From an optimization exercise on the open Yosys and OpenROAD flow, aimed at a short achievable clock period and few clock cycles; shortcuts taken in it are not production practice. For this run, only the layout was checked, not whether the RTL still works. Power figures rest on the tool's default switching activity, not on a simulated workload.

==> flow/design.v <==
`timescale 1ns/1ps
`default_nettype none
module rv_core (
  input  wire logic         clk,
  input  wire logic         reset,
  output logic [5:0]        o_imem_addr,
  input  wire logic [31:0]  i_imem_rdata,
  output logic [5:0]        o_dmem_addr,
  output logic              o_dmem_we,
  output logic [63:0]       o_dmem_wdata,
  input  wire logic [63:0]  i_dmem_rdata
);
  logic [7:1]  pc_f;         
  logic [7:1]  m_pc;         
  logic        m_valid;      
  logic        m_bt;         
  logic        x_valid;
  logic [63:0] x_a;          
  logic [63:0] x_b;          
  logic        x_fa;         
  logic        x_fb;
  logic [31:1] x_alu_oh;     
  logic [31:1] x_ld_oh;      
  logic [4:0]  x_rd;
  logic        x_ldw;        
  logic        x_ld;
  logic        x_sd;
  logic        x_beq;
  logic        x_sub;
  logic        x_and;
  logic        x_or;
  logic        x_pred;
  logic [11:0] x_imm;
  logic [7:1]  x_alt;        
  logic [63:0] x_res;        
  logic [31:1] w_oh;         
  logic        w_v;          
  logic [4:0]  w_rd;
  logic        lp1_v;        
  logic [4:0]  lp1_rd;
  logic [31:1] lp1_oh;
  logic [31:1] lp2_oh;       
  logic        lp2_v;
  logic [4:0]  lp2_rd;
  logic [5:0]  dq_addr;
  logic        dq_we;
  logic [63:0] dq_wdata;
  logic [63:0] regs [1:31];
  logic [3:0]  bt_v;
  logic [7:1]  bt_pc [0:3];
  logic [7:1]  bt_t  [0:3];
  logic [1:0]  bt_ptr;
  logic        bt_hit;
  logic [7:1]  bt_tgt;
  assign o_imem_addr  = pc_f[7:2];
  assign o_dmem_addr  = dq_addr;
  assign o_dmem_we    = dq_we;
  assign o_dmem_wdata = dq_wdata;
  logic [63:0] a, b, sum_add, sum_sub, res;
  logic [8:0]  addr9;
  logic        x_redirect;
  assign a     = x_fa ? x_res : x_a;
  assign b     = x_fb ? x_res : x_b;
  assign sum_add = a + b;
  assign sum_sub = a - b;
  assign res     = x_and ? (a & b) : (x_or ? (a | b) : (x_sub ? sum_sub : sum_add));
  assign addr9 = a[8:0] + x_imm[8:0];
  assign x_redirect = x_valid && x_beq && ((a == b) != x_pred);
  logic [31:0] w;
  logic [6:0]  opc;
  logic [2:0]  f3;
  logic [6:0]  f7;
  logic [4:0]  wd, w_rs1, w_rs2;
  logic        is_r, d_add, d_sub, d_and, d_or, d_addi, d_ld, d_sd, d_beq;
  logic        pred, always_t;
  logic [7:1]  target, seq;
  logic        hz;
  logic        accept, m_redirect, replay;
  logic [31:0] rs1_dec, rs2_dec, rd_dec;
  logic [63:0] rd1, rd2, ra, rb;
  logic        fw1, fw2, fl1, fl2, imm_op, rs2_op;
  assign w     = i_imem_rdata;
  assign opc   = w[6:0];
  assign f3    = w[14:12];
  assign f7    = w[31:25];
  assign wd    = w[11:7];
  assign w_rs1 = w[19:15];
  assign w_rs2 = w[24:20];
  assign is_r   = (opc == 7'b0110011);
  assign d_add  = is_r && (f3 == 3'b000) && (f7 == 7'b0000000);
  assign d_sub  = is_r && (f3 == 3'b000) && (f7 == 7'b0100000);
  assign d_and  = is_r && (f3 == 3'b111) && (f7 == 7'b0000000);
  assign d_or   = is_r && (f3 == 3'b110) && (f7 == 7'b0000000);
  assign d_addi = (opc == 7'b0010011) && (f3 == 3'b000);
  assign d_ld   = (opc == 7'b0000011) && (f3 == 3'b011);
  assign d_sd   = (opc == 7'b0100011) && (f3 == 3'b011);
  assign d_beq  = (opc == 7'b1100011) && (f3 == 3'b000);
  always_comb
  begin
    rs1_dec = '0;
    rs2_dec = '0;
    rd_dec  = '0;
    rs1_dec[w_rs1] = 1'b1;
    rs2_dec[w_rs2] = 1'b1;
    rd_dec[wd]     = 1'b1;
  end
  always_comb
  begin
    rd1 = '0;
    rd2 = '0;
    for (int r = 1; r < 32; r++)
    begin
      rd1 = rd1 | ({64{rs1_dec[r]}} & regs[r]);
      rd2 = rd2 | ({64{rs2_dec[r]}} & regs[r]);
    end
  end
  assign fw1    = w_v && (w_rs1 == w_rd);
  assign fw2    = w_v && (w_rs2 == w_rd);
  assign fl1    = lp2_v && (w_rs1 == lp2_rd);
  assign fl2    = lp2_v && (w_rs2 == lp2_rd);
  assign imm_op = d_addi || d_ld;
  assign rs2_op = w[5];    
  assign ra     = fw1 ? x_res : (fl1 ? i_dmem_rdata : rd1);
  assign rb     = imm_op ? {{52{w[31]}}, w[31:20]} :
                  (fw2 ? x_res : (fl2 ? i_dmem_rdata : rd2));
  assign always_t = d_beq && (w_rs1 == w_rs2);
  assign pred     = always_t || (d_beq && w[31]);
  assign target   = m_pc + {w[27:25], w[11:8]};
  assign seq      = m_pc + 7'd2;
  assign hz = (x_valid && x_ldw && ((w_rs1 == x_rd) || (rs2_op && (w_rs2 == x_rd)))) ||
              (lp1_v && ((w_rs1 == lp1_rd) || (rs2_op && (w_rs2 == lp1_rd))));
  assign accept     = m_valid && !x_redirect && !hz;
  assign replay     = m_valid && !x_redirect && hz;
  assign m_redirect = accept && pred && !(m_bt && always_t);
  always_comb
  begin
    bt_hit = 1'b0;
    bt_tgt = '0;
    for (int i = 0; i < 4; i++)
    begin
      if (bt_v[i] && (bt_pc[i] == pc_f))
      begin
        bt_hit = 1'b1;
        bt_tgt = bt_tgt | bt_t[i];
      end
    end
  end
  always_ff @(posedge clk or negedge reset)
  begin
    if (!reset)
    begin
      bt_v   <= '0;
      bt_ptr <= '0;
    end
    else if (m_valid && always_t && !m_bt)
    begin
      bt_v[bt_ptr] <= 1'b1;
      bt_ptr       <= bt_ptr + 2'd1;
    end
  end
  always_ff @(posedge clk)
  begin
    if (m_valid && always_t && !m_bt)
    begin
      bt_pc[bt_ptr] <= m_pc;
      bt_t[bt_ptr]  <= target;
    end
  end
  always_ff @(posedge clk or negedge reset)
  begin
    if (!reset)
    begin
      pc_f    <= '0;
      m_valid <= 1'b0;
      m_bt    <= 1'b0;
    end
    else
    begin
      if (x_redirect)
        pc_f <= x_alt;
      else if (replay)
        pc_f <= m_pc;
      else if (m_redirect)
        pc_f <= target;
      else
        pc_f <= bt_hit ? bt_tgt : (pc_f + 7'd2);
      m_bt    <= bt_hit;
      m_valid <= !(x_redirect || m_redirect || replay);
    end
  end
  always_ff @(posedge clk)
  begin
    m_pc <= pc_f;
  end
  always_ff @(posedge clk or negedge reset)
  begin
    if (!reset)
      x_valid <= 1'b0;
    else
      x_valid <= accept;
  end
  always_ff @(posedge clk)
  begin
    x_a      <= ra;
    x_b      <= rb;
    x_fa     <= x_valid && |(rs1_dec[31:1] & x_alu_oh);
    x_fb     <= x_valid && !imm_op && |(rs2_dec[31:1] & x_alu_oh);
    x_alu_oh <= (d_add || d_sub || d_and || d_or || d_addi) ? rd_dec[31:1] : 31'd0;
    x_ld_oh  <= d_ld ? rd_dec[31:1] : 31'd0;
    x_rd     <= wd;
    x_ldw    <= d_ld && (wd != 5'd0);
    x_ld     <= d_ld;
    x_sd     <= d_sd;
    x_beq    <= d_beq;
    x_sub    <= d_sub;
    x_and    <= d_and;
    x_or     <= d_or;
    x_pred   <= pred;
    x_imm    <= d_sd ? {w[31:25], w[11:7]} : w[31:20];
    x_alt    <= pred ? seq : target;
  end
  always_ff @(posedge clk or negedge reset)
  begin
    if (!reset)
    begin
      w_oh   <= '0;
      w_v    <= 1'b0;
      lp2_v  <= 1'b0;
      lp1_v  <= 1'b0;
      lp1_oh <= '0;
      lp2_oh <= '0;
      dq_we  <= 1'b0;
    end
    else
    begin
      w_oh   <= x_valid ? x_alu_oh : 31'd0;
      lp1_v  <= x_valid && x_ldw;
      lp1_oh <= x_valid ? x_ld_oh : 31'd0;
      lp2_oh <= lp1_oh;
      dq_we  <= x_valid && x_sd;
      w_v    <= x_valid && (x_alu_oh != 31'd0);
      lp2_v  <= lp1_v;
    end
  end
  always_ff @(posedge clk)
  begin
    lp1_rd <= x_rd;
    lp2_rd <= lp1_rd;
    w_rd   <= x_rd;
    x_res  <= res;
    if (x_valid && (x_ld || x_sd))
      dq_addr <= addr9[8:3];
    if (x_valid && x_sd)
      dq_wdata <= b;
  end
  for (genvar r = 1; r < 32; r++)
  begin : g_rf
    always_ff @(posedge clk)
    begin
      if (!reset)
        regs[r] <= '0;
      else if (w_oh[r])
        regs[r] <= x_res;
      else if (lp2_oh[r])
        regs[r] <= i_dmem_rdata;
    end
  end
endmodule
`default_nettype wire
==> flow/flow/run.sh <==
#!/bin/bash
# Standard synthesis, then the standard flow's own layout steps with two changes to how the
# layout is made (not to its constraints): repair_timing aims for SETUP_MARGIN ns
# of slack at the design's own clock period, so the timing repair keeps working
# past a positive slack, and the port buffers start as buf_4 cells.
set -euo pipefail
SETUP_MARGIN=${SETUP_MARGIN:-8.2}
bash standard.sh synth > synth.log 2>&1
bash standard.sh SETUP_SLACK_MARGIN=$SETUP_MARGIN "BUFFER_PORTS_ARGS=-buffer_cell sky130_fd_sc_hd__buf_4" finish > layout.log 2>&1
==> flow/standard.sh <==
#!/bin/bash
# synth_recipe.tcl (not shown) runs the flow's synth.tcl, then flattens the netlist and writes it again
# the make line also repeats each setting of config.mk as NAME=value (left out here)
make -C /OpenROAD-flow-scripts/flow DESIGN_CONFIG=/design/flow/config.mk WORK_HOME=/design/flow/orfs CLKGATE_MAP_FILE= SYNTH_SCRIPT=/design/flow/synth_recipe.tcl "${@:-finish}"
==> flow/config.mk <==
export PLATFORM = sky130hd
export DESIGN_NAME = rv_core
export DESIGN_NICKNAME = rv_core
export VERILOG_FILES = /design/flow/design.v
export SDC_FILE = /design/flow/constraint.sdc
export NUM_CORES = 4
export LEC_CHECK = 0
export CAP_MARGIN = 35
export CELL_PAD_IN_SITES_DETAIL_PLACEMENT = 1
export CELL_PAD_IN_SITES_GLOBAL_PLACEMENT = 2
export CORE_MARGIN = 2
export CORE_UTILIZATION = 50
export GPL_TIMING_DRIVEN = 1
export PLACE_DENSITY = 0.6
export SLEW_MARGIN = 20
export TNS_END_PERCENT = 5
==> flow/constraint.sdc <==
create_clock -name core_clock -period 12.0 [get_ports {clk}]
set_input_delay 2.4000 -clock core_clock [delete_from_list [all_inputs] [get_ports {clk}]]
set_output_delay 2.4000 -clock core_clock [all_outputs]
set_load 0.01 [all_outputs]
==> flow_summary_export.csv <==
group,metric,value,unit
clocking,cts_max_level,5,
outcome,error,"[ERROR GRT-0232] Routing congestion too high. Check the congestion heatmap in the GUI.",
clocking,numCtsBuffers,297,
clocking,cts_buffer_depth,4,
synth,ys_warn_count,2,
synth,netlist.top_cell.by_area,"dfxtp_1",
synth,synth_nets,18300,
synth,syn_area,147000,µm²
placement,io_buffers,174,
synth,synth_most_common_cell,"nand2_1",
placement,post_dp_cell_area,151000,µm²
global_routing,antenna_found_initial,214,
synth,synth_edf_count,126,
synth,synthFlopType,"dfxtp_1",
synth,syn-instance-count,17900,
synth,synth_top_cells_by_count,"2404 x nand2_1, 2286 x dfxtp_1, 2159 x mux2i_1, 2136 x o21ai_0, 2074 x and2_1",
floorplan,fp.dieW,547,µm
placement,dp_hpwl,541000,µm
floorplan,initial_core_util,50.2,%
sta,worstEpCategory,"sequential cell input",
outcome,status,"stopped before the end",
synth,synth_cell_types,96,
global_routing,grt.overflow.total,3,
synth,synth_area_leaders,"dfxtp_1 31%, mux2i_1 15%, and2_1 8.8%",
clocking,cts_root_buf,"clkbuf_16",
outcome,stop_stage,"5_1_grt",
floorplan,ios,175,
floorplan,die_h,547,µm
global_routing,grtUsageTotal,71.9,%
placement,dpl_worst_slack,4.92,ns
floorplan,rows,199,
synth,syn_avg_cell_area,8.21,µm²
synth,synth_top_area_share,31.1,%
placement,gp_congestion,1.03,
synth,synth-seq-cells,2525,
global_routing,grt_max_degree,226,
sta,crit_endpoint,"pc_f[7]$_DFF_PN0_/D",
synth,async_flop_share,4.48,%
synth,ys_seq_area_share,35.6,%
clocking,clock-sinks,2525,
placement,place_inst,20500,
## how the worst max path moves through the flow
stage          slack [ns]  cells past startpoint         endpoint              from
2_1_floorplan        7.03                     18  x_b[60]$_DFF_P_  i_imem_rdata[20]
3_3_place_gp         4.97                     16  x_a[46]$_DFF_P_  i_imem_rdata[16]
3_5_place_dp         4.92                     16  x_a[46]$_DFF_P_  i_imem_rdata[16]
4_1_cts              7.40                     15  x_b[19]$_DFF_P_  i_imem_rdata[20]
## power groups by stage
| stage | Combinational, mW | Clock, mW | Sequential (mW) |
|---|---|---|---|
| 2_1_floorplan | 0.535 | 0 | 8.73 |
| 3_3_place_gp | 0.950 | 0 | 8.77 |
| 3_5_place_dp | 0.995 | 0 | 8.77 |
| 4_1_cts | 1.33 | 9.52 | 8.59 |
## kinds of logic after synthesis
kind of cell | synth area share, %
buffers and inverters | 5.88
XOR/XNOR | 0.833
multiplexers | 14.9
flip-flops | 35.6
adder cells (fa/ha/maj) | 1.93
AO/OA/AOI/OAI | 21.5
AND/OR/NAND/NOR | 19.4
## layer usage
metal	GRT usage, %	GRT overflow
met5	36.1	0
met4	62.2	2
met3	56.3	0
met2	84.8	1
met1	77.7	0
## metrics by stage
stage / hold slack, ns / power (mW)
after detailed placement: 0.336 / 9.77
after floorplan: 0.331 / 9.26
after CTS: 0.313 / 19.4
after global placement: 0.332 / 9.72
## timing repair
item,in CTS
gates resized for setup,1265
pin swaps,303
setup endpoints to repair,1598
hold buffers,0
setup buffers,465
gates cloned,115
